From an optimization exercise on the open Yosys and OpenROAD flow, aimed at small area, a short achievable clock period and few clock cycles; shortcuts taken in it are not production practice.
Only simulation tests tie the RTL to the original design; equivalence was not proved.
Power is estimated from default activity; no workload was simulated.

==> flow/design.v <==
`default_nettype none
package roc_pkg;
  localparam int unsigned AddrWidth = 32;
  localparam int unsigned DataWidth = 32;
  typedef logic [AddrWidth-1:0] addr_t;
  typedef logic [DataWidth-1:0] data_t;
endpackage
`default_nettype wire
`timescale 1ns/1ps
`default_nettype none
module roc_region_decode #(
  parameter int unsigned NrRegions = 2
) (
  input  wire logic                    enable_i,
  input  wire logic [NrRegions*64-1:0] regions_i,
  input  wire logic [31:0]             addr_i,
  output logic                         cacheable_o
);
  logic in_region;
  always_comb begin
    in_region = 1'b0;
    for (int unsigned i = 0; i < NrRegions; i++) begin
      if ((addr_i >= regions_i[i*64+32 +: 32]) &&
          (addr_i < regions_i[i*64 +: 32])) begin
        in_region = 1'b1;
      end
    end
  end
  assign cacheable_o = enable_i && in_region;
endmodule
`default_nettype wire
`timescale 1ns/1ps
`default_nettype none
module roc_line_store (
  input  wire logic        clk_i,
  input  wire logic        rst_n_i,
  input  wire logic [3:0]  tag_idx_i,
  output logic             tag_valid_o,
  output logic [25:0]      tag_o,
  input  wire logic [3:0]  data_idx_i,
  output logic [31:0]      data_o,
  input  wire logic        wr_i,
  input  wire logic [3:0]  wr_idx_i,
  input  wire logic [25:0] wr_tag_i,
  input  wire logic [31:0] wr_data_i,
  input  wire logic        flush_i
);
  logic [25:0] tag_mem  [16];
  logic [31:0] data_mem [16];
  logic [15:0] valid_q;
  assign tag_valid_o = valid_q[tag_idx_i];
  assign tag_o       = tag_mem[tag_idx_i];
  assign data_o      = data_mem[data_idx_i];
  always_ff @(posedge clk_i or negedge rst_n_i) begin
    if (!rst_n_i) begin
      valid_q <= '0;
    end else if (flush_i) begin
      valid_q <= '0;
    end else if (wr_i) begin
      valid_q[wr_idx_i] <= 1'b1;
    end
  end
  always_ff @(posedge clk_i) begin
    if (wr_i) begin
      tag_mem[wr_idx_i]  <= wr_tag_i;
      data_mem[wr_idx_i] <= wr_data_i;
    end
  end
endmodule
`default_nettype wire
`timescale 1ns/1ps
`default_nettype none
module roc_refill #(
  parameter int unsigned Depth = 4
) (
  input  wire logic        clk_i,
  input  wire logic        rst_n_i,
  input  wire logic        push_i,
  input  wire logic        push_hit_i,
  input  wire logic        push_cacheable_i,
  input  wire logic [31:0] push_addr_i,
  input  wire logic [31:0] push_data_i,
  output logic             full_o,
  output logic             empty_nx_o,
  input  wire logic        chk_c_i,
  input  wire logic [3:0]  chk_idx_i,
  output logic             chk_pending_o,
  output logic [32:0]      rsp_o,
  output logic             rsp_valid_o,
  input  wire logic        rsp_ready_i,
  output logic [31:0]      mem_addr_o,
  output logic             mem_req_valid_o,
  input  wire logic        mem_req_ready_i,
  input  wire logic [32:0] mem_rsp_i,
  input  wire logic        mem_rsp_valid_i,
  output logic             fill_o,
  output logic [3:0]       fill_idx_o,
  output logic [25:0]      fill_tag_o,
  output logic [31:0]      fill_data_o
);
  logic [Depth-1:0] vld_q;     
  logic [Depth-1:0] rdy_q;     
  logic [Depth-1:0] need_q;    
  logic [Depth-1:0] wait_q;    
  logic [Depth-1:0] c_q;       
  logic [Depth-1:0] err_q;
  logic [31:0]      d_q [Depth];
  logic [Depth-1:0] hd_q, tl_q, iss_q, fil_q;
  logic             rsp_v_q;
  logic [32:0]      rsp_q;
  logic             mem_v_q;
  logic [31:0]      mem_q;
  function automatic logic [Depth-1:0] rotl(input logic [Depth-1:0] v);
    rotl = {v[Depth-2:0], v[Depth-1]};
  endfunction
  function automatic logic [Depth-1:0] first_from(input logic [Depth-1:0] f,
                                                  input logic [Depth-1:0] p);
    logic [Depth-1:0] r;
    logic             found;
    r = '0;
    for (int unsigned s = 0; s < Depth; s++) begin
      found = 1'b0;
      for (int unsigned k = 0; k < Depth; k++) begin
        if (!found && f[(s + k) % Depth]) begin
          if (p[s]) r[(s + k) % Depth] = 1'b1;
          found = 1'b1;
        end
      end
    end
    first_from = (|f) ? r : p;
  endfunction
  logic             rsp_free, mem_free;
  logic             head_fill, pop, load_q, load_push, push_miss;
  logic [Depth-1:0] push_oh, pop_oh, iss_oh, fil_oh;
  logic [Depth-1:0] pend_nx;
  logic [32:0]      head;
  logic [31:0]      iss_addr;
  assign rsp_valid_o     = rsp_v_q;
  assign rsp_o           = rsp_q;
  assign mem_req_valid_o = mem_v_q;
  assign mem_addr_o      = mem_q;
  assign rsp_free = !rsp_v_q || rsp_ready_i;
  assign mem_free = !mem_v_q || mem_req_ready_i;
  always_comb begin
    head       = '0;
    iss_addr   = '0;
    fill_o     = 1'b0;
    fill_idx_o = '0;
    fill_tag_o = '0;
    for (int unsigned i = 0; i < Depth; i++) begin
      if (hd_q[i])  head     = head | {d_q[i], err_q[i]};
      if (iss_q[i]) iss_addr = iss_addr | d_q[i];
      if (fil_q[i]) begin
        fill_o     = fill_o | c_q[i];
        fill_idx_o = fill_idx_o | d_q[i][5:2];
        fill_tag_o = fill_tag_o | d_q[i][31:6];
      end
    end
    fill_o = fill_o && mem_rsp_valid_i && !mem_rsp_i[0];
  end
  assign fill_data_o = mem_rsp_i[32:1];
  assign head_fill = mem_rsp_valid_i && |(hd_q & fil_q & wait_q);
  assign pop       = rsp_free && |(hd_q & vld_q) && (|(hd_q & rdy_q) || head_fill);
  assign push_miss = push_i && !push_hit_i;
  assign load_q    = mem_free && |(iss_q & need_q);
  assign load_push = mem_free && ~|need_q && push_miss;
  assign push_oh = push_i ? tl_q : '0;
  assign pop_oh  = pop ? hd_q : '0;
  assign iss_oh  = load_q ? iss_q : '0;
  assign fil_oh  = mem_rsp_valid_i ? fil_q : '0;
  logic             full_q;
  logic [Depth-1:0] vld_nx;
  logic [Depth-1:0] tl_nx;
  logic             rsp_v_nx;
  assign vld_nx   = (vld_q & ~pop_oh) | push_oh;
  assign tl_nx    = push_i ? rotl(tl_q) : tl_q;
  assign rsp_v_nx = rsp_free ? pop : rsp_v_q;
  assign full_o   = full_q;
  assign empty_nx_o = ~|vld_nx && !rsp_v_nx;
  assign pend_nx = ((need_q | wait_q) & c_q & ~fil_oh);
  always_comb begin
    chk_pending_o = 1'b0;
    for (int unsigned i = 0; i < Depth; i++) begin
      if (pend_nx[i] && (d_q[i][5:2] == chk_idx_i)) chk_pending_o = 1'b1;
    end
    if (push_miss && push_cacheable_i && (push_addr_i[5:2] == chk_idx_i)) chk_pending_o = 1'b1;
    chk_pending_o = chk_pending_o && chk_c_i;
  end
  always_ff @(posedge clk_i or negedge rst_n_i) begin
    if (!rst_n_i) begin
      vld_q   <= '0;
      rdy_q   <= '0;
      need_q  <= '0;
      wait_q  <= '0;
      hd_q    <= Depth'(1);
      tl_q    <= Depth'(1);
      iss_q   <= Depth'(1);
      fil_q   <= Depth'(1);
      rsp_v_q <= 1'b0;
      mem_v_q <= 1'b0;
      full_q  <= 1'b0;
    end else begin
      full_q  <= |(tl_nx & vld_nx);
      vld_q   <= vld_nx;
      rdy_q   <= ((rdy_q | fil_oh) & ~pop_oh & ~push_oh) | (push_hit_i ? push_oh : '0);
      need_q  <= (need_q & ~iss_oh) | ((push_miss && !load_push) ? push_oh : '0);
      wait_q  <= (wait_q & ~fil_oh) | iss_oh | (load_push ? push_oh : '0);
      if (pop)    hd_q <= rotl(hd_q);
      tl_q    <= tl_nx;
      iss_q   <= first_from((need_q & ~iss_oh) | push_oh, iss_q);
      fil_q   <= first_from(((need_q | wait_q) & ~fil_oh) | push_oh, fil_q);
      rsp_v_q <= rsp_v_nx;
      if (mem_free) mem_v_q <= load_q || load_push;
    end
  end
  always_ff @(posedge clk_i) begin
    for (int unsigned i = 0; i < Depth; i++) begin
      if (fil_oh[i]) begin
        d_q[i]   <= mem_rsp_i[32:1];
        err_q[i] <= mem_rsp_i[0];
      end
      if (push_oh[i]) begin
        d_q[i]   <= push_hit_i ? push_data_i : push_addr_i;
        err_q[i] <= 1'b0;
        c_q[i]   <= push_cacheable_i && !push_hit_i;
      end
    end
    if (pop) begin
      rsp_q <= head_fill ? mem_rsp_i : head;
    end
    if (load_q) begin
      mem_q <= iss_addr;
    end else if (load_push) begin
      mem_q <= push_addr_i;
    end
  end
endmodule
`default_nettype wire
`timescale 1ns/1ps
`default_nettype none
module roc_top #(
  parameter int unsigned LineCount = 16,
  parameter int unsigned NrRegions = 2,
  parameter int unsigned Depth     = 6
) (
  input  wire logic                              clk_i,
  input  wire logic                              rst_n_i,
  input  wire logic                              enable_i,
  input  wire logic [NrRegions*64-1:0]           regions_i,
  input  wire logic [31:0]                       req_i,
  input  wire logic                              req_valid_i,
  output logic                                   req_ready_o,
  output logic [32:0]                            rsp_o,
  output logic                                   rsp_valid_o,
  input  wire logic                              rsp_ready_i,
  output logic [31:0]                            mem_addr_o,
  output logic                                   mem_req_valid_o,
  input  wire logic                              mem_req_ready_i,
  input  wire logic [32:0]                       mem_rsp_i,
  input  wire logic                              mem_rsp_valid_i,
  input  wire logic                              flush_valid_i,
  output logic                                   flush_ready_o
);
  logic        cacheable;
  logic        s1_v_q;
  logic [31:0] s1_addr_q;
  logic        s1_c_q;
  logic        s1_move;
  logic        s2_v_q;
  logic [31:0] s2_addr_q;
  logic        s2_c_q;
  logic        s2_lv_q;
  logic [25:0] s2_ltag_q;
  logic        s2_move;
  logic        rd_valid;
  logic [25:0] rd_tag;
  logic [31:0] rd_data;
  logic        hit;
  logic        s2_pend_q;
  logic        pend_nx;
  logic        q_full;
  logic        q_empty_nx;
  logic        idle_q;
  logic        fill;
  logic [3:0]  fill_idx;
  logic [25:0] fill_tag;
  logic [31:0] fill_data;
  logic        flush;
  roc_region_decode #(
    .NrRegions ( NrRegions )
  ) i_region_decode (
    .enable_i    ( enable_i  ),
    .regions_i   ( regions_i ),
    .addr_i      ( req_i     ),
    .cacheable_o ( cacheable )
  );
  assign s2_move     = s2_v_q && !q_full && !s2_pend_q;
  assign s1_move     = s1_v_q && (!s2_v_q || s2_move);
  assign req_ready_o = !(s1_v_q && s2_v_q && (q_full || s2_pend_q));
  always_ff @(posedge clk_i or negedge rst_n_i) begin
    if (!rst_n_i) begin
      s1_v_q <= 1'b0;
      s2_v_q <= 1'b0;
    end else begin
      if (req_ready_o) s1_v_q <= req_valid_i;
      if (!s2_v_q || s2_move) s2_v_q <= s1_v_q;
    end
  end
  always_ff @(posedge clk_i or negedge rst_n_i) begin
    if (!rst_n_i) begin
      s2_pend_q <= 1'b0;
    end else begin
      s2_pend_q <= pend_nx;
    end
  end
  always_ff @(posedge clk_i) begin
    if (req_ready_o && req_valid_i) begin
      s1_addr_q <= req_i;
      s1_c_q    <= cacheable;
    end
    if (s1_move) begin
      s2_addr_q <= s1_addr_q;
      s2_c_q    <= s1_c_q;
    end
  end
  always_ff @(posedge clk_i or negedge rst_n_i) begin
    if (!rst_n_i) begin
      s2_lv_q <= 1'b0;
    end else if (flush) begin
      s2_lv_q <= 1'b0;
    end else if (s1_move) begin
      s2_lv_q <= (fill && (fill_idx == s1_addr_q[5:2])) || rd_valid;
    end else if (fill && (fill_idx == s2_addr_q[5:2])) begin
      s2_lv_q <= 1'b1;
    end
  end
  always_ff @(posedge clk_i) begin
    if (s1_move) begin
      s2_ltag_q <= (fill && (fill_idx == s1_addr_q[5:2])) ? fill_tag : rd_tag;
    end else if (fill && (fill_idx == s2_addr_q[5:2])) begin
      s2_ltag_q <= fill_tag;
    end
  end
  roc_line_store i_line_store (
    .clk_i       ( clk_i          ),
    .rst_n_i     ( rst_n_i        ),
    .tag_idx_i   ( s1_addr_q[5:2] ),
    .tag_valid_o ( rd_valid       ),
    .tag_o       ( rd_tag         ),
    .data_idx_i  ( s2_addr_q[5:2] ),
    .data_o      ( rd_data        ),
    .wr_i        ( fill           ),
    .wr_idx_i    ( fill_idx       ),
    .wr_tag_i    ( fill_tag       ),
    .wr_data_i   ( fill_data      ),
    .flush_i     ( flush          )
  );
  assign hit = s2_c_q && s2_lv_q && (s2_ltag_q == s2_addr_q[31:6]);
  roc_refill #(
    .Depth ( Depth )
  ) i_refill (
    .clk_i            ( clk_i           ),
    .rst_n_i          ( rst_n_i         ),
    .push_i           ( s2_move         ),
    .push_hit_i       ( hit             ),
    .push_cacheable_i ( s2_c_q          ),
    .push_addr_i      ( s2_addr_q       ),
    .push_data_i      ( rd_data         ),
    .full_o           ( q_full          ),
    .empty_nx_o       ( q_empty_nx      ),
    .chk_c_i          ( s1_move ? s1_c_q : s2_c_q ),
    .chk_idx_i        ( s1_move ? s1_addr_q[5:2] : s2_addr_q[5:2] ),
    .chk_pending_o    ( pend_nx         ),
    .rsp_o            ( rsp_o           ),
    .rsp_valid_o      ( rsp_valid_o     ),
    .rsp_ready_i      ( rsp_ready_i     ),
    .mem_addr_o       ( mem_addr_o      ),
    .mem_req_valid_o  ( mem_req_valid_o ),
    .mem_req_ready_i  ( mem_req_ready_i ),
    .mem_rsp_i        ( mem_rsp_i       ),
    .mem_rsp_valid_i  ( mem_rsp_valid_i ),
    .fill_o           ( fill            ),
    .fill_idx_o       ( fill_idx        ),
    .fill_tag_o       ( fill_tag        ),
    .fill_data_o      ( fill_data       )
  );
  always_ff @(posedge clk_i or negedge rst_n_i) begin
    if (!rst_n_i) begin
      idle_q <= 1'b0;
    end else begin
      idle_q <= !(req_ready_o ? req_valid_i : s1_v_q) &&
                !((!s2_v_q || s2_move) ? s1_v_q : s2_v_q) && q_empty_nx;
    end
  end
  assign flush_ready_o = idle_q;
  assign flush         = flush_valid_i && flush_ready_o;
endmodule
`default_nettype wire
==> flow/run.sh <==
#!/bin/bash
# synth_recipe.tcl (not shown) runs the flow's synth.tcl, then flattens the netlist and writes it again
# the make line also repeats each setting of config.mk as NAME=value (left out here)
make -C /OpenROAD-flow-scripts/flow DESIGN_CONFIG=/design/flow/config.mk WORK_HOME=/design/flow/orfs CLKGATE_MAP_FILE= SYNTH_SCRIPT=/design/flow/synth_recipe.tcl finish
==> flow/config.mk <==
export PLATFORM = sky130hd
export DESIGN_NAME = roc_top
export DESIGN_NICKNAME = roc_top
export VERILOG_FILES = /design/flow/design.v
export SDC_FILE = /design/flow/constraint.sdc
export NUM_CORES = 4
export LEC_CHECK = 0
export CAP_MARGIN = 20
export CORE_MARGIN = 2
export CORE_UTILIZATION = 40
export PLACE_DENSITY = 0.6
export SETUP_SLACK_MARGIN = 2.5
export SLEW_MARGIN = 20
==> flow/constraint.sdc <==
create_clock -name core_clock -period 5.0 [get_ports {clk_i}]
set_input_delay 1.0000 -clock core_clock [delete_from_list [all_inputs] [get_ports {clk_i}]]
set_output_delay 1.0000 -clock core_clock [all_outputs]
set_load 0.01 [all_outputs]
==> results of run 1 <==
per-layer routing:
layer  GRT usage, %  up-vias  part of all wire (%)
met3          4.684      478                    10
li1               -    15780                     -
met1          33.29    19420                    39
met2          38.55     2204                    47
met5         0.9250        -                 0.010
met4          8.368        2                   3.8
through the flow:
stage          total power [uW]  cells  worst slack, ns  utilization, %  hold slack (ns)
2_1_floorplan             13740   3669            1.887               -           0.4003
3_3_place_gp              14520   5769            1.065           44.24           0.4015
3_5_place_dp              14540   5769            1.090           44.24           0.4045
4_1_cts                   25130   6140            2.257           48.99           0.3818
5_1_grt                   25780   6211            2.186           50.16           0.4214
6_report                  25070   6212            2.303           50.16           0.3519
flip-flops by register name, summed over array words and instances, names as in the netlist, 16 cells and up, named ones only:
name and flops:
i_refill.mem_q 32, s2_ltag_q 26, s1_addr_q 32, i_line_store.tag_mem 416
i_refill.rsp_q 33, i_line_store.valid_q 16, i_line_store.data_mem 512, i_refill.d_q 192
s2_addr_q 32
power groups by stage:
stage,registers [uW],logic (uW),clock network (uW)
floorplan,12800,895,0
finish,12700,1870,10500
CTS,12700,1800,10600
detailed placement,13000,1530,0
global route,12700,2000,11100
global placement,13000,1510,0
path summary, 6_finish.rpt:
kind / endpoint / slack [ns] / depth (start not counted)
worst max-delay path: i_refill.d_q[3][27]$_DFFE_PP_ / 2.30 / 7
worst min-delay path: i_refill.iss_q[1]$_DFFE_PN0P_ / 0.35 / 1
worst max register to register: i_refill.d_q[3][27]$_DFFE_PP_ / 2.30 / 7
worst min register to register: s2_addr_q[14]$_DFFE_PP_ / 0.42 / 0
max in group asynchronous: i_refill.fil_q[2]$_DFFE_PN0P_ / 3.88 / 1
min in group core_clock: s2_addr_q[14]$_DFFE_PP_ / 0.42 / 0
cell usage after synthesis (5+ instances only):
master     number  area, um2
nor2b_1         9      56.30
clkbuf_1      159      596.8
mux4_2        295       6644
a31oi_1        79      494.2
nand4_1        23      143.9
buf_2          35      175.2
nand2_1       239      897.1
inv_1         158      593.1
nand2b_1       15      93.84
a2111oi_0       7      61.31
a22oi_1       171       1284
buf_1          17      63.81
a21boi_0        5      37.54
o31ai_1         6      45.04
a22o_1         65      569.3
xor2_1         31      271.5
dfxtp_1        15      300.3
a21oi_1        93      465.5
ha_1          130       1627
or2_2           8      50.05
dfrtp_1        68       1702
a211oi_1       11      82.58
nor2_1        161      604.3
nor3_1         13      65.06
o21ai_0       180      900.9
nand3_1        62      310.3
nor4_1         13      81.33
edfxtp_1     1282      38500
mux2_2         33      371.6
a21o_1         54      405.4
a221oi_1       67      586.8
a211o_1         5      43.79
a222oi_1        6      60.06
and2_1          6      37.54
mux2i_1        32      320.3
xnor2_1        34      297.8
o21a_1          7      52.55
repair_timing:
| item | 4_1_cts | 5_1_grt |
|---|---|---|
| pin swaps | 36 | 64 |
| hold endpoints to repair | 0 | 0 |
| gates resized for setup | 416 | 309 |
| setup buffers | 93 | 55 |
| gates cloned | 19 | 16 |
| setup endpoints to repair | 1937 | 1083 |
final cells by class:
class | count | area [um2]
timing repair buffer | 562 | 6456
clock buffer | 191 | 3905
clock inverter | 68 | 691.9
multi-input combinational | 1931 | 19410
antenna | 1 | 2.502
inverter | 160 | 614.3
fill | 12060 | 73690
sequential | 1369 | 40660
tap | 1930 | 2415
cell families after synthesis:
kind of cell    Yosys count  synth area share (%)
fa+ha+maj               130                 2.726
mux                     361                 12.33
flops                  1369                 68.05
compound gates          794                 9.174
simple gates            575                 4.303
xor+xnor                 65                0.9541
buf+inv                 375                 2.460
critical path: stages, from the launching register on:
cell and delay, ns:
dfxtp_4 0.36, buf_12 0.17, buf_4 0.18, buf_16 0.19, mux4_2 0.52, mux4_2 0.58, mux2i_4 0.25, o21ai_0 0.12
==> flow_summary.yaml, run 1 <==
status:
  status: "finished clean"
timing:
  period_minus_slack_ns: 2.697
  hold_violations: 0
  fin_tns_setup_ns: 0
  skew_ns: 0.06992
  finalSetupViolations: 0
  fmax_mhz: 370.8
  maxSlewHeadroom_pct: 17.10
  final_max_slew_viol_count: 0
  worst_pin_slew_ns: 1.240
  fin_crit_sh_pct: 53.94
  rsz0062_at_grt: "yes"
drt:
  drtIter0Drc: 4974
  final_antenna_net_count: 0
  vias: 37890
  wire_per_inst_um: 30.76
  drt-total-wl_um: 191100
  drtPass1Iterations: 8
  via_per_inst: 6.099
  drc: 0
floorplan:
  pin_count: 270
  die_area_um2: 152300
  core_um2: 147800
  start_util_pct: 40.36
  die-width_um: 390.2
  die_y_um: 390.2
  rows: 141
synth:
  ys_warn_count: 5
  syn_area_um2: 59670
  ys_seq_area_share_pct: 68.05
  ys_types: 79
  synth_area_per_cell_um2: 16.26
  synthArstFlopShare_pct: 5.259
  synth_fp_nets: 4000
  synth-seq-cells: 1369
  synth_edf_count: 1282
  netlist_instances: 3669
  synthFlopType: "edfxtp_1"
cells_and_area:
  layout_commonest_cell: "edfxtp_1"
  layout-drive-gt1-share_pct: 25.91
  final_net_count: 4501
  flow.area_growth_from_synthesis_pct: 24.28
  final_cell_mix: "edfxtp_1, mux4_2, nand2_1"
  final_area_um2: 74150
global_routing:
  grt.total_usage_pct: 24.21
  grt_max_degree: 73
  grt.overflow.total: 0
  grt_antenna_before_repair: 4
  grt_pass1_vias: 36790
  grt_pass1_wl_um: 265400
pwr:
  peakVddDrop_uv: 275.3
  seqPwrFrac_pct: 50.6
  intPower_uw: 19390
  p_leak_uw: 0.02718
  powerDensity_nw_per_um2: 338.1
  clkPwrFrac_pct: 41.9
  comb_power_share_pct: 7.5
  p_switching_uw: 5688
  swShare_pct: 22.69
clock_network:
  cts_htree_levels: 4
  worstSkewPairLatency_ns: 0.80
  cts_root_buf: "clkbuf_16"
  numCtsBuffers: 146
  clockBufferDepth: 3
  clock-sinks: 1369
  cts_tree: "built"
  clk_pin_slew_ns: 0.06
  hold_buffers: 0
setup_path:
  worstSetupStartpointType: "register"
  path_class: "register to register"
  cp_data_arrival_time_ns: 3.19
  worstPathRequired_ns: 5.50
  critical_path.max_fanout: 15
  critPathCaptureType: "register"
placed_design:
  placed_cell_area_um2: 65400
  gp_routability_congestion: 0.8991
  io_buffers: 269
  dpl.hpwl_um: 113600
job:
  cap_viol_max_count: 0
worst_hold_path:
  hold_class: "input pin to async pin"
Testbench counts, summed over its fixed seeds: cycles 18,413.
==> run 2, diff against run 1 <==
--- a/flow/design.v
+++ b/flow/design.v
@@ -35,11 +35,11 @@
   input  wire logic        clk_i,
   input  wire logic        rst_n_i,
-  input  wire logic [3:0]  tag_idx_i,
+  input  wire logic [15:0] tag_sel_i,
   output logic             tag_valid_o,
   output logic [25:0]      tag_o,
-  input  wire logic [3:0]  data_idx_i,
+  input  wire logic [15:0] data_sel_i,
   output logic [31:0]      data_o,
   input  wire logic        wr_i,
-  input  wire logic [3:0]  wr_idx_i,
+  input  wire logic [15:0] wr_sel_i,
   input  wire logic [25:0] wr_tag_i,
   input  wire logic [31:0] wr_data_i,
@@ -49,7 +49,13 @@
   logic [31:0] data_mem [16];
   logic [15:0] valid_q;
-  assign tag_valid_o = valid_q[tag_idx_i];
-  assign tag_o       = tag_mem[tag_idx_i];
-  assign data_o      = data_mem[data_idx_i];
+  always_comb begin
+    tag_valid_o = |(valid_q & tag_sel_i);
+    tag_o       = '0;
+    data_o      = '0;
+    for (int unsigned k = 0; k < 16; k++) begin
+      tag_o  = tag_o  | (tag_mem[k]  & {26{tag_sel_i[k]}});
+      data_o = data_o | (data_mem[k] & {32{data_sel_i[k]}});
+    end
+  end
   always_ff @(posedge clk_i or negedge rst_n_i) begin
     if (!rst_n_i) begin
@@ -58,11 +64,13 @@
       valid_q <= '0;
     end else if (wr_i) begin
-      valid_q[wr_idx_i] <= 1'b1;
+      valid_q <= valid_q | wr_sel_i;
     end
   end
   always_ff @(posedge clk_i) begin
-    if (wr_i) begin
-      tag_mem[wr_idx_i]  <= wr_tag_i;
-      data_mem[wr_idx_i] <= wr_data_i;
+    for (int unsigned k = 0; k < 16; k++) begin
+      if (wr_i && wr_sel_i[k]) begin
+        tag_mem[k]  <= wr_tag_i;
+        data_mem[k] <= wr_data_i;
+      end
     end
   end
@@ -82,4 +90,5 @@
   input  wire logic [31:0] push_data_i,
   output logic             full_o,
+  output logic             full_nx_o,
   output logic             empty_nx_o,
   input  wire logic        chk_c_i,
@@ -95,5 +104,5 @@
   input  wire logic        mem_rsp_valid_i,
   output logic             fill_o,
-  output logic [3:0]       fill_idx_o,
+  output logic [15:0]      fill_sel_o,
   output logic [25:0]      fill_tag_o,
   output logic [31:0]      fill_data_o
@@ -128,5 +137,5 @@
       end
     end
-    first_from = (|f) ? r : p;
+    first_from = r;
   endfunction
   logic             rsp_free, mem_free;
@@ -145,18 +154,55 @@
     head       = '0;
     iss_addr   = '0;
-    fill_o     = 1'b0;
-    fill_idx_o = '0;
     fill_tag_o = '0;
     for (int unsigned i = 0; i < Depth; i++) begin
       if (hd_q[i])  head     = head | {d_q[i], err_q[i]};
       if (iss_q[i]) iss_addr = iss_addr | d_q[i];
-      if (fil_q[i]) begin
-        fill_o     = fill_o | c_q[i];
-        fill_idx_o = fill_idx_o | d_q[i][5:2];
-        fill_tag_o = fill_tag_o | d_q[i][31:6];
+      if (fil_q[i]) fill_tag_o = fill_tag_o | d_q[i][31:6];
+    end
+  end
+  logic [Depth-1:0] fil_nx, fil_nx_f, fil_nx_n;
+  logic [15:0]      fill_sel_q;
+  logic             fill_c_q;
+  logic [3:0]       fidx_f, fidx_n;
+  logic             fc_f, fc_n;
+  logic [Depth-1:0] fs_f, fs_n;
+  logic             any_f, any_n;
+  assign fs_f  = first_from((need_q | wait_q) & ~fil_q, fil_q);
+  assign fs_n  = first_from(need_q | wait_q, fil_q);
+  assign any_f = |((need_q | wait_q) & ~fil_q);
+  assign any_n = |(need_q | wait_q);
+  assign fil_nx_f = any_f ? fs_f : (push_i ? tl_q : fil_q);
+  assign fil_nx_n = any_n ? fs_n : (push_i ? tl_q : fil_q);
+  assign fil_nx   = mem_rsp_valid_i ? fil_nx_f : fil_nx_n;
+  always_comb begin
+    fidx_f = '0;
+    fidx_n = '0;
+    fc_f   = 1'b0;
+    fc_n   = 1'b0;
+    for (int unsigned i = 0; i < Depth; i++) begin
+      if (fs_f[i]) begin
+        fidx_f = fidx_f | d_q[i][5:2];
+        fc_f   = fc_f | c_q[i];
+      end
+      if (fs_n[i]) begin
+        fidx_n = fidx_n | d_q[i][5:2];
+        fc_n   = fc_n | c_q[i];
       end
     end
-    fill_o = fill_o && mem_rsp_valid_i && !mem_rsp_i[0];
+    if (!any_f) begin
+      fidx_f = push_addr_i[5:2];
+      fc_f   = push_i && push_cacheable_i && !push_hit_i;
+    end
+    if (!any_n) begin
+      fidx_n = push_addr_i[5:2];
+      fc_n   = push_i && push_cacheable_i && !push_hit_i;
+    end
   end
+  always_ff @(posedge clk_i) begin
+    fill_sel_q <= mem_rsp_valid_i ? (16'd1 << fidx_f) : (16'd1 << fidx_n);
+    fill_c_q   <= mem_rsp_valid_i ? fc_f : fc_n;
+  end
+  assign fill_o     = fill_c_q && mem_rsp_valid_i && !mem_rsp_i[0];
+  assign fill_sel_o = fill_sel_q;
   assign fill_data_o = mem_rsp_i[32:1];
   assign head_fill = mem_rsp_valid_i && |(hd_q & fil_q & wait_q);
@@ -176,5 +222,6 @@
   assign tl_nx    = push_i ? rotl(tl_q) : tl_q;
   assign rsp_v_nx = rsp_free ? pop : rsp_v_q;
-  assign full_o   = full_q;
+  assign full_o    = full_q;
+  assign full_nx_o = |(tl_nx & vld_nx);
   assign empty_nx_o = ~|vld_nx && !rsp_v_nx;
   assign pend_nx = ((need_q | wait_q) & c_q & ~fil_oh);
@@ -201,5 +248,5 @@
       full_q  <= 1'b0;
     end else begin
-      full_q  <= |(tl_nx & vld_nx);
+      full_q  <= full_nx_o;
       vld_q   <= vld_nx;
       rdy_q   <= ((rdy_q | fil_oh) & ~pop_oh & ~push_oh) | (push_hit_i ? push_oh : '0);
@@ -208,6 +255,7 @@
       if (pop)    hd_q <= rotl(hd_q);
       tl_q    <= tl_nx;
-      iss_q   <= first_from((need_q & ~iss_oh) | push_oh, iss_q);
-      fil_q   <= first_from(((need_q | wait_q) & ~fil_oh) | push_oh, fil_q);
+      iss_q   <= (|(need_q & ~iss_oh)) ? first_from(need_q & ~iss_oh, iss_q)
+                                       : (push_i ? tl_q : iss_q);
+      fil_q   <= fil_nx;
       rsp_v_q <= rsp_v_nx;
       if (mem_free) mem_v_q <= load_q || load_push;
@@ -231,5 +279,5 @@
     if (load_q) begin
       mem_q <= iss_addr;
-    end else if (load_push) begin
+    end else if (mem_free && ~|need_q && push_i) begin
       mem_q <= push_addr_i;
     end
@@ -265,11 +313,12 @@
   logic        s1_v_q;
   logic [31:0] s1_addr_q;
+  logic [15:0] s1_sel_q;
   logic        s1_c_q;
   logic        s1_move;
   logic        s2_v_q;
   logic [31:0] s2_addr_q;
+  logic [15:0] s2_sel_q;
   logic        s2_c_q;
-  logic        s2_lv_q;
-  logic [25:0] s2_ltag_q;
+  logic        s2_hit_q;
   logic        s2_move;
   logic        rd_valid;
@@ -283,5 +332,7 @@
   logic        idle_q;
   logic        fill;
-  logic [3:0]  fill_idx;
+  logic [15:0] fill_sel;
+  logic        q_full_nx;
+  logic        ready_q;
   logic [25:0] fill_tag;
   logic [31:0] fill_data;
@@ -297,5 +348,16 @@
   assign s2_move     = s2_v_q && !q_full && !s2_pend_q;
   assign s1_move     = s1_v_q && (!s2_v_q || s2_move);
-  assign req_ready_o = !(s1_v_q && s2_v_q && (q_full || s2_pend_q));
+  assign req_ready_o = ready_q;
+  logic s1_v_nx;
+  logic s2_v_nx;
+  assign s1_v_nx = req_ready_o ? req_valid_i : s1_v_q;
+  assign s2_v_nx = (!s2_v_q || s2_move) ? s1_v_q : s2_v_q;
+  always_ff @(posedge clk_i or negedge rst_n_i) begin
+    if (!rst_n_i) begin
+      ready_q <= 1'b1;
+    end else begin
+      ready_q <= !(s1_v_nx && s2_v_nx && (q_full_nx || pend_nx));
+    end
+  end
   always_ff @(posedge clk_i or negedge rst_n_i) begin
     if (!rst_n_i) begin
@@ -303,6 +365,6 @@
       s2_v_q <= 1'b0;
     end else begin
-      if (req_ready_o) s1_v_q <= req_valid_i;
-      if (!s2_v_q || s2_move) s2_v_q <= s1_v_q;
+      s1_v_q <= s1_v_nx;
+      s2_v_q <= s2_v_nx;
     end
   end
@@ -317,27 +379,24 @@
     if (req_ready_o && req_valid_i) begin
       s1_addr_q <= req_i;
+      s1_sel_q  <= 16'd1 << req_i[5:2];
       s1_c_q    <= cacheable;
     end
     if (s1_move) begin
       s2_addr_q <= s1_addr_q;
+      s2_sel_q  <= s1_sel_q;
       s2_c_q    <= s1_c_q;
     end
   end
-  always_ff @(posedge clk_i or negedge rst_n_i) begin
-    if (!rst_n_i) begin
-      s2_lv_q <= 1'b0;
-    end else if (flush) begin
-      s2_lv_q <= 1'b0;
-    end else if (s1_move) begin
-      s2_lv_q <= (fill && (fill_idx == s1_addr_q[5:2])) || rd_valid;
-    end else if (fill && (fill_idx == s2_addr_q[5:2])) begin
-      s2_lv_q <= 1'b1;
-    end
-  end
+  logic s1_hit;
+  logic s1_fill_hit;
+  logic s2_fill_hit;
+  assign s1_hit      = s1_c_q && rd_valid && (rd_tag == s1_addr_q[31:6]);
+  assign s1_fill_hit = s1_c_q && (fill_tag == s1_addr_q[31:6]);
+  assign s2_fill_hit = s2_c_q && (fill_tag == s2_addr_q[31:6]);
   always_ff @(posedge clk_i) begin
     if (s1_move) begin
-      s2_ltag_q <= (fill && (fill_idx == s1_addr_q[5:2])) ? fill_tag : rd_tag;
-    end else if (fill && (fill_idx == s2_addr_q[5:2])) begin
-      s2_ltag_q <= fill_tag;
+      s2_hit_q <= (fill && |(fill_sel & s1_sel_q)) ? s1_fill_hit : s1_hit;
+    end else if (fill && |(fill_sel & s2_sel_q)) begin
+      s2_hit_q <= s2_fill_hit;
     end
   end
@@ -345,16 +404,16 @@
     .clk_i       ( clk_i          ),
     .rst_n_i     ( rst_n_i        ),
-    .tag_idx_i   ( s1_addr_q[5:2] ),
+    .tag_sel_i   ( s1_sel_q       ),
     .tag_valid_o ( rd_valid       ),
     .tag_o       ( rd_tag         ),
-    .data_idx_i  ( s2_addr_q[5:2] ),
+    .data_sel_i  ( s2_sel_q       ),
     .data_o      ( rd_data        ),
     .wr_i        ( fill           ),
-    .wr_idx_i    ( fill_idx       ),
+    .wr_sel_i    ( fill_sel       ),
     .wr_tag_i    ( fill_tag       ),
     .wr_data_i   ( fill_data      ),
     .flush_i     ( flush          )
   );
-  assign hit = s2_c_q && s2_lv_q && (s2_ltag_q == s2_addr_q[31:6]);
+  assign hit = s2_hit_q;
   roc_refill #(
     .Depth ( Depth )
@@ -368,4 +427,5 @@
     .push_data_i      ( rd_data         ),
     .full_o           ( q_full          ),
+    .full_nx_o        ( q_full_nx       ),
     .empty_nx_o       ( q_empty_nx      ),
     .chk_c_i          ( s1_move ? s1_c_q : s2_c_q ),
@@ -381,5 +441,5 @@
     .mem_rsp_valid_i  ( mem_rsp_valid_i ),
     .fill_o           ( fill            ),
-    .fill_idx_o       ( fill_idx        ),
+    .fill_sel_o       ( fill_sel        ),
     .fill_tag_o       ( fill_tag        ),
     .fill_data_o      ( fill_data       )
@@ -389,6 +449,5 @@
       idle_q <= 1'b0;
     end else begin
-      idle_q <= !(req_ready_o ? req_valid_i : s1_v_q) &&
-                !((!s2_v_q || s2_move) ? s1_v_q : s2_v_q) && q_empty_nx;
+      idle_q <= !s1_v_nx && !s2_v_nx && q_empty_nx;
     end
   end
==> run 2 against run 1 <==
Cell area fell by 1.9%; synthesized cell count rose by 16%; sequential power rose by 6%; combinational power rose by 110%; register-to-register slack got worse by 0.21 ns; area after synthesis barely moved; critical path type unchanged.
==> flow_summary.yaml, run 2 <==
cells_and_area:
  stdcell_count: 6758
  flow.area_growth_from_synthesis_pct: 21.94
  largestRegisters: "i_line_store.data_mem (512), i_line_store.tag_mem (416), i_refill.d_q (192)"
  layout-drive-gt1-share_pct: 16.71
  seq_area_um2: 41030
  multi_input_area_um2: 18400
  largest_reg_flops: 512
  final_net_count: 5034
  final_cell_mix: "edfxtp_1, nand2_1, a22o_1"
  fillers: 12520
  final_area_um2: 72760
  layout_commonest_cell: "edfxtp_1"
  regMostFlops: "i_line_store.data_mem"
synth:
  synth_area_per_cell_um2: 13.97
  ys_types: 99
  yosysMostFrequentCell: "edfxtp_1"
  synth_edf_count: 1289
  yosys-top-cells-area: "edfxtp_1, a221oi_1, a22o_1"
  synth_top_area_cell: "edfxtp_1"
  synth_top_area_share_pct: 64.87
  syn_area_um2: 59670
  ys_seq_area_share_pct: 68.71
  synthFlopType: "edfxtp_1"
  synth-seq-cells: 1385
  netlist_instances: 4271
  synth_fp_nets: 4598
  synthArstFlopShare_pct: 5.199
  ys_warn_count: 7
  synth.cells.most_frequent: "edfxtp_1, nand2_1, a221oi_1"
placed_design:
  dp.cells: 6359
  place_ws_ns: 1.082
  gp_routability_congestion: 0.9463
  dpl.hpwl_um: 135200
  placed_cell_area_um2: 65390
  io_buffers: 269
setup_path:
  worstReg2RegEnd: "s2_hit_q$_DFFE_PP_"
  path_cells: "buf_6 > a22o_1 > a221oi_2 > nand4_1 > xor2_1 > nor4_2 > nand4_1 > nor4_2 > or3_1"
  critPathCaptureType: "register"
  critical_path.max_fanout: 29
  r2r_start: "s1_sel_q[11]$_SDFFCE_PN0P_"
  worst_r2r_path_depth: 9
  cp_slowest_cell: "nor4_2"
  worstSetupStartpointType: "register"
  cp_data_arrival_time_ns: 3.59
  worstPathRequired_ns: 5.68
  cp_slowest_stage_delay_ns: 0.42
  path_class: "register to register"
  reg2reg_slack_ns: 2.09
floorplan:
  start_util_pct: 40.36
  pin_count: 270
  die_area_um2: 152300
  die-width_um: 390.2
  core_um2: 147800
  die_y_um: 390.2
  rows: 141
timing:
  rsz0062_at_grt: "yes"
  hold_violations: 0
  fin_ws_ns: 2.089
  hold_ws_ns: 0.3081
  period_minus_slack_ns: 2.911
  finalSetupViolations: 0
  fin_tns_setup_ns: 0
  final_max_slew_viol_count: 0
  worst_pin_slew_ns: 1.189
  skew_ns: 0.07084
  fmax_mhz: 343.6
  fin_crit_sh_pct: 58.21
  maxSlewHeadroom_pct: 20.50
global_routing:
  met1_usage_pct: 39.44
  grt.busiest_layer: "met2"
  grt.overflow.total: 0
  grt.total_usage_pct: 28.95
  grt_max_degree: 74
  met2_usage_pct: 43.87
  grt_pass1_vias: 42290
  grt_antenna_before_repair: 10
  met3_usage_pct: 7.371
  grt_pass1_wl_um: 315800
drt:
  drtIter0Drc: 7048
  vias: 43960
  wire_per_inst_um: 33.49
  drt-total-wl_um: 226300
  drc: 0
  via_per_inst: 6.505
  final_antenna_net_count: 0
  drtPass1Iterations: 8
clock_network:
  clk_pin_slew_ns: 0.07
  numCtsBuffers: 147
  clock-sinks: 1385
  cts_htree_levels: 4
  clockBufferDepth: 3
  worstSkewPairLatency_ns: 0.84
  cts_tree: "built"
  hold_buffers: 0
  cts_root_buf: "clkbuf_16"
status:
  status: "finished clean"
pwr:
  p_leak_uw: 0.02593
  peakVddDrop_uv: 393.4
  powerDensity_nw_per_um2: 385.4
worst_hold_path:
  hold_class: "input pin to async pin"
job:
  cap_viol_max_count: 0
-- run 2: layout make-up --
cell class              count  share of cell area, %
multi-input cells        2452                  25.29
clock inverters            71                  1.046
well taps                1930                  3.319
diodes                      5                0.01720
inverters                 168                 0.9458
repair buffers            550                  7.580
clock buffers             194                  5.369
repair inverters            3                0.03955
flip-flops and latches   1385                  56.39
-- run 2: cell families after synthesis --
kind of cell / after synthesis / synth area share [%]
compound gates: 1390 / 17.43
flops: 1385 / 68.71
simple gates: 818 / 6.612
buf+inv: 442 / 2.927
fa+ha+maj: 126 / 2.642
xor+xnor: 106 / 1.556
mux: 4 / 0.1321
-- run 2: worst max-delay path, delay by kind of cell, from the launching register on --
family / cells / cell delay [ns]
AO/OA/AOI/OAI: 2 / 0.45
XOR/XNOR: 1 / 0.24
buffers and inverters: 1 / 0.27
flip-flops: 1 / 0.39
AND/OR/NAND/NOR: 5 / 1.41
-- run 2: metal layers --
layer	share of wire (%)	wire length (um)
met1	37	84650
met2	44	99530
met3	14	30580
met4	5.1	11530
met5	0.0044	10
-- run 2: worst max path at each step --
stage | start | cells after the start | endpoint
finish | s1_sel_q[11]$_SDFFCE_PN0P_ | 9 | s2_hit_q$_DFFE_PP_
global route | s1_sel_q[5]$_SDFFCE_PP0P_ | 10 | s2_hit_q$_DFFE_PP_
CTS | s1_sel_q[1]$_SDFFCE_PP0P_ | 10 | s2_hit_q$_DFFE_PP_
detailed placement | mem_rsp_i[0] | 4 | i_line_store.tag_mem[0][18]$_DFFE_PP_
global placement | mem_rsp_i[0] | 4 | i_line_store.tag_mem[0][19]$_DFFE_PP_
floorplan | req_i[7] | 8 | s1_c_q$_DFFE_PP_
-- run 2: stage by stage --
step | total power (uW) | util (%)
after floorplan | 15360 | -
after global placement | 17160 | 44.23
after detailed placement | 17180 | 44.23
after CTS | 27840 | 48.61
after global routing | 28730 | 49.21
final | 28040 | 49.22
-- run 2: power by group --
group | switching, uW | internal [uW] | leakage (uW)
Combinational | 2520 | 1360 | 0.0108
Clock | 4760 | 5890 | 0.00224
Sequential | 315 | 13200 | 0.0129
-- run 2: timing repair --
action | in CTS | in global routing
setup endpoints to repair | 1537 | 536
gates cloned | 5 | 9
setup buffers | 98 | 17
pin swaps | 63 | 70
resized for setup | 384 | 204
Testbench counts of run 2, summed over its fixed seeds: cycles 18,413.
==> run 3, diff against run 2 <==
--- a/flow/config.mk
+++ b/flow/config.mk
@@ -8,6 +8,7 @@
 export CAP_MARGIN = 20
 export CORE_MARGIN = 2
-export CORE_UTILIZATION = 40
-export PLACE_DENSITY = 0.6
+export CORE_UTILIZATION = 65
+export CTS_BUF_LIST = sky130_fd_sc_hd__clkbuf_8
+export PLACE_DENSITY = 0.75
 export SETUP_SLACK_MARGIN = 2.5
 export SLEW_MARGIN = 20
==> run 3 against run 2 <==
Utilization rose by 29 points; flip-flop and latch count unchanged; global-route usage is 15 points higher; hold slack worse by 0.090 ns; synthesized cell count unchanged; first-iteration DRC count increased by 17%; area after synthesis stayed put; final cell count is 8.8% lower; critical path depth unchanged; sequential power barely moved; worst setup slack gained 0.076 ns; clock skew is 0.0042 ns higher; largest cell class unchanged; largest power group unchanged.
==> flow_summary.yaml, run 3 <==
timing:
  fin_ws_ns: 2.166
  hold_violations: 0
  fmax_mhz: 352.8
  hold_ws_ns: 0.2183
  fin_tns_setup_ns: 0
  finalSetupViolations: 0
  fin_crit_sh_pct: 56.69
  period_minus_slack_ns: 2.834
  worst_pin_slew_ns: 1.268
  rsz0062_at_grt: "yes"
  skew_ns: 0.07499
  final_max_slew_viol_count: 0
  maxSlewHeadroom_pct: 15.19
floorplan:
  die-width_um: 307.0
  core_um2: 91390
  rows: 111
  die_y_um: 307.0
  die_area_um2: 94240
  start_util_pct: 65.29
  pin_count: 270
setup_path:
  r2r_start: "s1_sel_q[5]$_SDFFCE_PP0P_"
  worst_r2r_path_depth: 9
  cp_data_arrival_time_ns: 3.65
  reg2reg_slack_ns: 2.17
  path_class: "register to register"
  worstSetupStartpointType: "register"
  worstPathRequired_ns: 5.82
  critical_path.max_fanout: 29
  critPathCaptureType: "register"
  worstReg2RegEnd: "s2_hit_q$_DFFE_PP_"
drt:
  wl_met3_um: 34780
  wl_met2_um: 93750
  drt-total-wl_um: 214300
  drc: 0
  wire_per_inst_um: 34.79
  wl_met1_um: 69880
  drtPass1Iterations: 10
  drtIter0Drc: 8216
  final_antenna_net_count: 0
  via_per_inst: 7.376
  vias: 45440
  top_layer: "met5"
synth:
  synth_area_per_cell_um2: 13.97
  synth_top_area_cell: "edfxtp_1"
  ys_types: 99
  synthFlopType: "edfxtp_1"
  synth_edf_count: 1289
  syn_area_um2: 59670
  ys_seq_area_share_pct: 68.71
  yosys-top-cells-area: "edfxtp_1, a221oi_1, a22o_1"
  yosysMostFrequentCell: "edfxtp_1"
  synth.cells.most_frequent: "edfxtp_1, nand2_1, a221oi_1"
  ys_warn_count: 7
  synth_top_area_share_pct: 64.87
  synth_fp_nets: 4598
  synthArstFlopShare_pct: 5.199
  synth-seq-cells: 1385
  netlist_instances: 4271
pwr:
  peakVddDrop_uv: 321.6
  p_leak_uw: 0.02592
  finalPower_uw: 25970
  powerDensity_nw_per_um2: 364.9
cells_and_area:
  multi_input_area_um2: 18450
  largestRegisters: "i_line_store.data_mem (512), i_line_store.tag_mem (416), i_refill.d_q (192)"
  final_cell_mix: "edfxtp_1, nand2_1, a22o_1"
  seq_area_um2: 41020
  largest_reg_flops: 512
  final_net_count: 5128
  flow.area_growth_from_synthesis_pct: 19.27
  fillers: 5278
  layout_commonest_cell: "edfxtp_1"
  layout-drive-gt1-share_pct: 18.58
  final_area_um2: 71170
  regMostFlops: "i_line_store.data_mem"
clock_network:
  worstSkewPairLatency_ns: 0.95
  cts_htree_levels: 4
  cts_tree: "built"
  cts_root_buf: "clkbuf_8"
  clk_pin_slew_ns: 0.06
  clock-sinks: 1385
  numCtsBuffers: 208
  clockBufferDepth: 3
  hold_buffers: 0
global_routing:
  grt_antenna_before_repair: 8
  grt.overflow.total: 0
  grt.total_usage_pct: 44.23
  grt_max_degree: 73
  grt_pass1_vias: 43350
  grt_pass1_wl_um: 297100
placed_design:
  gp_routability_congestion: 1.008
  io_buffers: 269
  dpl.hpwl_um: 123400
  placed_cell_area_um2: 64340
  place_ws_ns: 1.203
job:
  cap_viol_max_count: 0
status:
  status: "finished clean"
worst_hold_path:
  hold_class: "input pin to async pin"
==> run 3: report_power, final <==
group	internal (uW)	total (uW)	switching (uW)
clock	4170	8700	4530
sequential	13200	13500	331
combinational	1340	3730	2390
==> run 3: critical path, stage by stage, from the launching register on <==
cell,delay [ns]
edfxtp_1,0.44
buf_12,0.20
a22o_1,0.26
a221oi_1,0.25
nand4_1,0.24
xor2_1,0.23
nor4_2,0.42
nand4_1,0.25
nor4_4,0.25
or3_1,0.15
==> run 3: layout make-up <==
class | count | share of cell area (%)
Antenna cell | 6 | 0.02110
Multi-Input combinational cell | 2456 | 25.93
Timing Repair Buffer | 579 | 7.963
Inverter | 168 | 0.9529
Sequential cell | 1385 | 57.64
Clock buffer | 214 | 4.139
Clock inverter | 164 | 1.234
Tap cell | 1186 | 2.085
Timing Repair inverter | 3 | 0.03692
==> run 3: metrics by stage <==
step	std cells	util, %
after CTS	6087	76.38
after global placement	5598	70.41
after detailed placement	5598	70.41
after global routing	6159	77.87
final	6161	77.87
after floorplan	4271	-
==> run 3: how the worst max path moves through the flow <==
| stage | start | end | slack, ns |
|---|---|---|---|
| floorplan | req_i[7] | s1_c_q$_DFFE_PP_ | 2.35 |
| finish | s1_sel_q[5]$_SDFFCE_PP0P_ | s2_hit_q$_DFFE_PP_ | 2.17 |
| global route | s1_sel_q[7]$_SDFFCE_PP0P_ | s2_hit_q$_DFFE_PP_ | 2.14 |
| global placement | mem_rsp_i[0] | i_line_store.tag_mem[12][19]$_DFFE_PP_ | 1.21 |
| CTS | s1_sel_q[7]$_SDFFCE_PP0P_ | s2_hit_q$_DFFE_PP_ | 2.24 |
| detailed placement | mem_rsp_i[0] | i_line_store.tag_mem[12][19]$_DFFE_PP_ | 1.20 |
==> run 3: logic make-up after synthesis <==
| group | after synthesis | share of synthesized area, % |
|---|---|---|
| AND/OR/NAND/NOR | 818 | 6.612 |
| AO/OA/AOI/OAI | 1390 | 17.43 |
| XOR/XNOR | 106 | 1.556 |
| adder cells (fa/ha/maj) | 126 | 2.642 |
| multiplexers | 4 | 0.1321 |
| buffers and inverters | 442 | 2.927 |
| flip-flops | 1385 | 68.71 |
==> run 3: repair_timing <==
| action | 4_1_cts | 5_1_grt |
|---|---|---|
| setup endpoints to repair | 839 | 432 |
| setup buffers | 100 | 58 |
| resized for setup | 503 | 168 |
| cloned | 11 | 10 |
| pin swaps | 76 | 80 |
==> run 3: metal layers <==
layer	up-vias	GRT usage, %
met2	4438	65.52
met3	1051	13.82
met4	2	27.53
met5	-	0
met1	21680	57.46
li1	18270	-
==> run 4, diff against run 3 <==
--- a/flow/design.v
+++ b/flow/design.v
@@ -314,4 +314,6 @@
   logic [31:0] s1_addr_q;
   logic [15:0] s1_sel_q;
+  logic        s1_lv_q;
+  logic [25:0] s1_ltag_q;
   logic        s1_c_q;
   logic        s1_move;
@@ -376,8 +378,10 @@
     end
   end
+  logic [15:0] req_sel;
+  assign req_sel = 16'd1 << req_i[5:2];
   always_ff @(posedge clk_i) begin
     if (req_ready_o && req_valid_i) begin
       s1_addr_q <= req_i;
-      s1_sel_q  <= 16'd1 << req_i[5:2];
+      s1_sel_q  <= req_sel;
       s1_c_q    <= cacheable;
     end
@@ -388,8 +392,26 @@
     end
   end
+  always_ff @(posedge clk_i or negedge rst_n_i) begin
+    if (!rst_n_i) begin
+      s1_lv_q <= 1'b0;
+    end else if (flush) begin
+      s1_lv_q <= 1'b0;
+    end else if (req_ready_o && req_valid_i) begin
+      s1_lv_q <= (fill && |(fill_sel & req_sel)) || rd_valid;
+    end else if (fill && |(fill_sel & s1_sel_q)) begin
+      s1_lv_q <= 1'b1;
+    end
+  end
+  always_ff @(posedge clk_i) begin
+    if (req_ready_o && req_valid_i) begin
+      s1_ltag_q <= (fill && |(fill_sel & req_sel)) ? fill_tag : rd_tag;
+    end else if (fill && |(fill_sel & s1_sel_q)) begin
+      s1_ltag_q <= fill_tag;
+    end
+  end
   logic s1_hit;
   logic s1_fill_hit;
   logic s2_fill_hit;
-  assign s1_hit      = s1_c_q && rd_valid && (rd_tag == s1_addr_q[31:6]);
+  assign s1_hit      = s1_c_q && s1_lv_q && (s1_ltag_q == s1_addr_q[31:6]);
   assign s1_fill_hit = s1_c_q && (fill_tag == s1_addr_q[31:6]);
   assign s2_fill_hit = s2_c_q && (fill_tag == s2_addr_q[31:6]);
@@ -404,5 +426,5 @@
     .clk_i       ( clk_i          ),
     .rst_n_i     ( rst_n_i        ),
-    .tag_sel_i   ( s1_sel_q       ),
+    .tag_sel_i   ( req_sel        ),
     .tag_valid_o ( rd_valid       ),
     .tag_o       ( rd_tag         ),
--- a/flow/config.mk
+++ b/flow/config.mk
@@ -8,7 +8,6 @@
 export CAP_MARGIN = 20
 export CORE_MARGIN = 2
-export CORE_UTILIZATION = 65
-export CTS_BUF_LIST = sky130_fd_sc_hd__clkbuf_8
-export PLACE_DENSITY = 0.75
+export CORE_UTILIZATION = 40
+export PLACE_DENSITY = 0.6
 export SETUP_SLACK_MARGIN = 2.5
 export SLEW_MARGIN = 20
==> run 4 against run 3 <==
Hold slack improved by 0.13 ns; via count fell by 3.2%; synthesized cell count barely moved; sequential share of layout area fell by 1.3 points; non-clock buffer count rose by 6; global-route usage fell by 16 points; worst setup slack improved by 0.025 ns; combinational power rose by 47%; clock skew fell by 0.026 ns; critical endpoint unchanged; largest power group unchanged.
==> flow_summary.yaml, run 4 <==
status:
  status: "finished clean"
synth:
  yosys-top-cells-area: "edfxtp_1, a221oi_1, a22o_1"
  ys_types: 82
  synth_fp_nets: 4601
  synth.cells.most_frequent: "edfxtp_1, nand2_1, a221oi_1"
  synthFlopType: "edfxtp_1"
  synth_top_area_share_pct: 65.28
  synthArstFlopShare_pct: 5.170
  synth_edf_count: 1315
  ys_warn_count: 7
  syn_area_um2: 60490
  netlist_instances: 4274
  synth_area_per_cell_um2: 14.15
  synth-seq-cells: 1412
  yosysMostFrequentCell: "edfxtp_1"
  ys_seq_area_share_pct: 69.10
  synth_top_area_cell: "edfxtp_1"
setup_path:
  path_class: "register to register"
  worstSetupStartpointType: "register"
  reg2reg_slack_ns: 2.19
  worstReg2RegEnd: "s2_hit_q$_DFFE_PP_"
  cp_data_arrival_time_ns: 3.48
  worstPathRequired_ns: 5.67
  r2r_start: "i_refill.fil_q[3]$_DFF_PN0_"
  worst_r2r_path_depth: 9
  critical_path.max_fanout: 6
  critPathCaptureType: "register"
timing:
  final_max_slew_viol_count: 0
  fin_crit_sh_pct: 56.18
  hold_violations: 0
  hold_ws_ns: 0.3452
  fin_tns_setup_ns: 0
  fin_ws_ns: 2.191
  fmax_mhz: 356.0
  finalSetupViolations: 0
  worst_pin_slew_ns: 1.166
  maxSlewHeadroom_pct: 22.00
  skew_ns: 0.04871
  rsz0062_at_grt: "yes"
  period_minus_slack_ns: 2.809
clock_network:
  cts_root_buf: "clkbuf_16"
  numCtsBuffers: 150
  clock-sinks: 1412
  cts_tree: "built"
  worstSkewPairLatency_ns: 0.82
  clockBufferDepth: 3
  clk_pin_slew_ns: 0.06
  cts_htree_levels: 4
floorplan:
  start_util_pct: 40.34
  core_um2: 150000
  die_y_um: 392.9
  pin_count: 270
  rows: 142
  die_area_um2: 154400
  die-width_um: 392.9
cells_and_area:
  flow.area_growth_from_synthesis_pct: 22.83
  final_net_count: 5077
  largestRegisters: "i_line_store.data_mem (512), i_line_store.tag_mem (416), i_refill.d_q (192)"
  layout-drive-gt1-share_pct: 17.69
  largest_reg_flops: 512
  final_cell_mix: "edfxtp_1, nand2_1, a22o_1"
  layout_commonest_cell: "edfxtp_1"
  regMostFlops: "i_line_store.data_mem"
job:
  cap_viol_max_count: 0
pwr:
  powerDensity_nw_per_um2: 413.8
  p_leak_uw: 0.02612
  peakVddDrop_uv: 331.4
placed_design:
  dpl.hpwl_um: 131900
  gp_routability_congestion: 0.9207
  io_buffers: 269
  place_ws_ns: 0.9230
global_routing:
  grt_pass1_vias: 41850
  grt_antenna_before_repair: 9
  grt_max_degree: 74
  grt.overflow.total: 0
  grt.total_usage_pct: 28.59
  grt_pass1_wl_um: 313500
worst_hold_path:
  hold_class: "input pin to async pin"
drt:
  vias: 43990
  via_per_inst: 6.391
  drtPass1Iterations: 6
  drt-total-wl_um: 226100
  drc: 0
  wire_per_inst_um: 32.85
  final_antenna_net_count: 0
  drtIter0Drc: 6905
==> run 4: changes by cell type in the layout (fill, tap and decap cells not counted), moves of 28 or more <==
| cell | change |
|---|---|
| buf_4 | +28 |
| inv_1 | -99 |
| clkbuf_16 | +148 |
| clkbuf_1 | +40 |
| a221oi_1 | +30 |
| clkdlybuf4s15_1 | +28 |
| dlygate4sd2_1 | +34 |
| clkbuf_8 | -215 |
| buf_2 | -59 |
| nor2_1 | -51 |
==> run 4: cells by family after synthesis <==
logic type / synth area share, %
AO/OA/AOI/OAI: 17.02
XOR/XNOR: 1.506
adder cells (fa/ha/maj): 2.606
buffers and inverters: 2.780
flip-flops: 69.10
multiplexers: 0.4840
AND/OR/NAND/NOR: 6.503
==> run 4: layout make-up <==
| class | count | area (um2) |
|---|---|---|
| Fill cell | 12770 | 75650 |
| Tap cell | 2016 | 2522 |
| Clock buffer | 193 | 3939 |
| Timing Repair Buffer | 585 | 5842 |
| Antenna cell | 2 | 5.005 |
| Clock inverter | 75 | 772.0 |
| Sequential cell | 1412 | 41850 |
| Multi-Input combinational cell | 2452 | 18800 |
| Inverter | 149 | 580.6 |
==> run 4: where the power goes <==
part / leakage, uW / switching [uW] / internal [uW]
logic: 0.0109 / 3550 / 1920
registers: 0.0130 / 629 / 13900
clock network: 0.00228 / 4800 / 5990
==> run 4: through the flow <==
stage          power [uW]  utilization [%]  cells  instance area (um2)
3_5_place_dp        19210            44.45   6451                66650
6_report            30750            49.55   6884                74300
2_1_floorplan       16930                -   4274                60980
3_3_place_gp        19160            44.45   6451                66650
5_1_grt             31510            49.55   6883                74300
4_1_cts             30300            48.77   6813                73130
==> run 4: repair_timing <==
item                                   4_1_cts  5_1_grt
buffers inserted                            85       63
hold buffers                                 0        0
setup endpoints to repair                 1595      476
gates cloned                                 9        6
endpoints found under the hold margin        0        0
resized for setup                          404      166
pin swaps                                   57       52
==> run 4: how the worst max path moves through the flow <==
stage                     slack (ns)                         from  cells past startpoint                                 to
after floorplan                 2.08                     req_i[6]                      9                   s1_c_q$_DFFE_PP_
after global placement          0.94                     req_i[3]                     10            s1_ltag_q[21]$_DFFE_PP_
after detailed placement        0.92                     req_i[3]                     10             s1_ltag_q[6]$_DFFE_PP_
after CTS                       2.26  i_refill.fil_q[4]$_DFF_PN0_                     10  i_refill.fill_sel_q[3]$_SDFF_PP0_
after global routing            2.13  i_refill.fil_q[2]$_DFF_PN0_                     10  i_refill.fill_sel_q[2]$_SDFF_PP0_
final                           2.19  i_refill.fil_q[3]$_DFF_PN0_                      9                 s2_hit_q$_DFFE_PP_
==> run 4: worst max-delay path, stage by stage, from the launching register on <==
cell and delay [ns]:
dfrtp_4 0.57, buf_4 0.21, a22oi_1 0.25, nand3_4 0.13, xnor2_1 0.20, nand4_1 0.17, or4_1 0.57, nor4_2 0.29
a31oi_1 0.09, o22ai_1 0.18
==> run 4: per-layer routing <==
metal | wire length (um) | global-route usage [%] | part of all wire, % | vias up
met1 | 88080 | 39.46 | 39 | 22060
li1 | - | - | - | 18170
met2 | 99070 | 42.58 | 44 | 3207
met5 | 50 | 0 | 0.022 | -
met4 | 9936 | 11.44 | 4.4 | 8
met3 | 29010 | 8.014 | 13 | 547
Testbench counts of run 4, summed over its fixed seeds: cycles 18,413.

[what the ideal ports hide]
The results above use ideal ports. As a check the final layouts listed here were re-extracted and re-timed, cells and wires unchanged.
Step 1 sets driving cells, clkbuf_16 on the clock port and buf_2 on the other inputs (assumed; they add their load-dependent delay and slew).
Step 2 adds t to the input delays and takes it off the output delays; t is the mean of the earliest and latest rising clock arrival at the registers after step 1. Input paths then give back, and output paths get back, about the clock's delay inside the block.
Slacks: no drivers / after step 1 / after step 2; pairs: no drivers / after step 1.
| run | t (ns) | setup slack, ns | latest minus earliest clock arrival (ns) |
|---|---|---|---|
| run 1 | 0.843 | 2.303 / 2.260 / 1.698 | 0.075 / 0.075 |
| run 2 | 0.883 | 2.089 / 2.089 / 1.732 | 0.073 / 0.073 |
| run 3 | 0.979 | 2.166 / 2.166 / 1.456 | 0.075 / 0.076 |
| run 4 | 0.881 | 2.191 / 2.191 / 1.583 | 0.053 / 0.053 |
After both steps setup and hold are still met in every run listed. The setup slack of run 3, which loses most, moves by 0.000 ns with the drivers and by -0.710 ns with both steps.
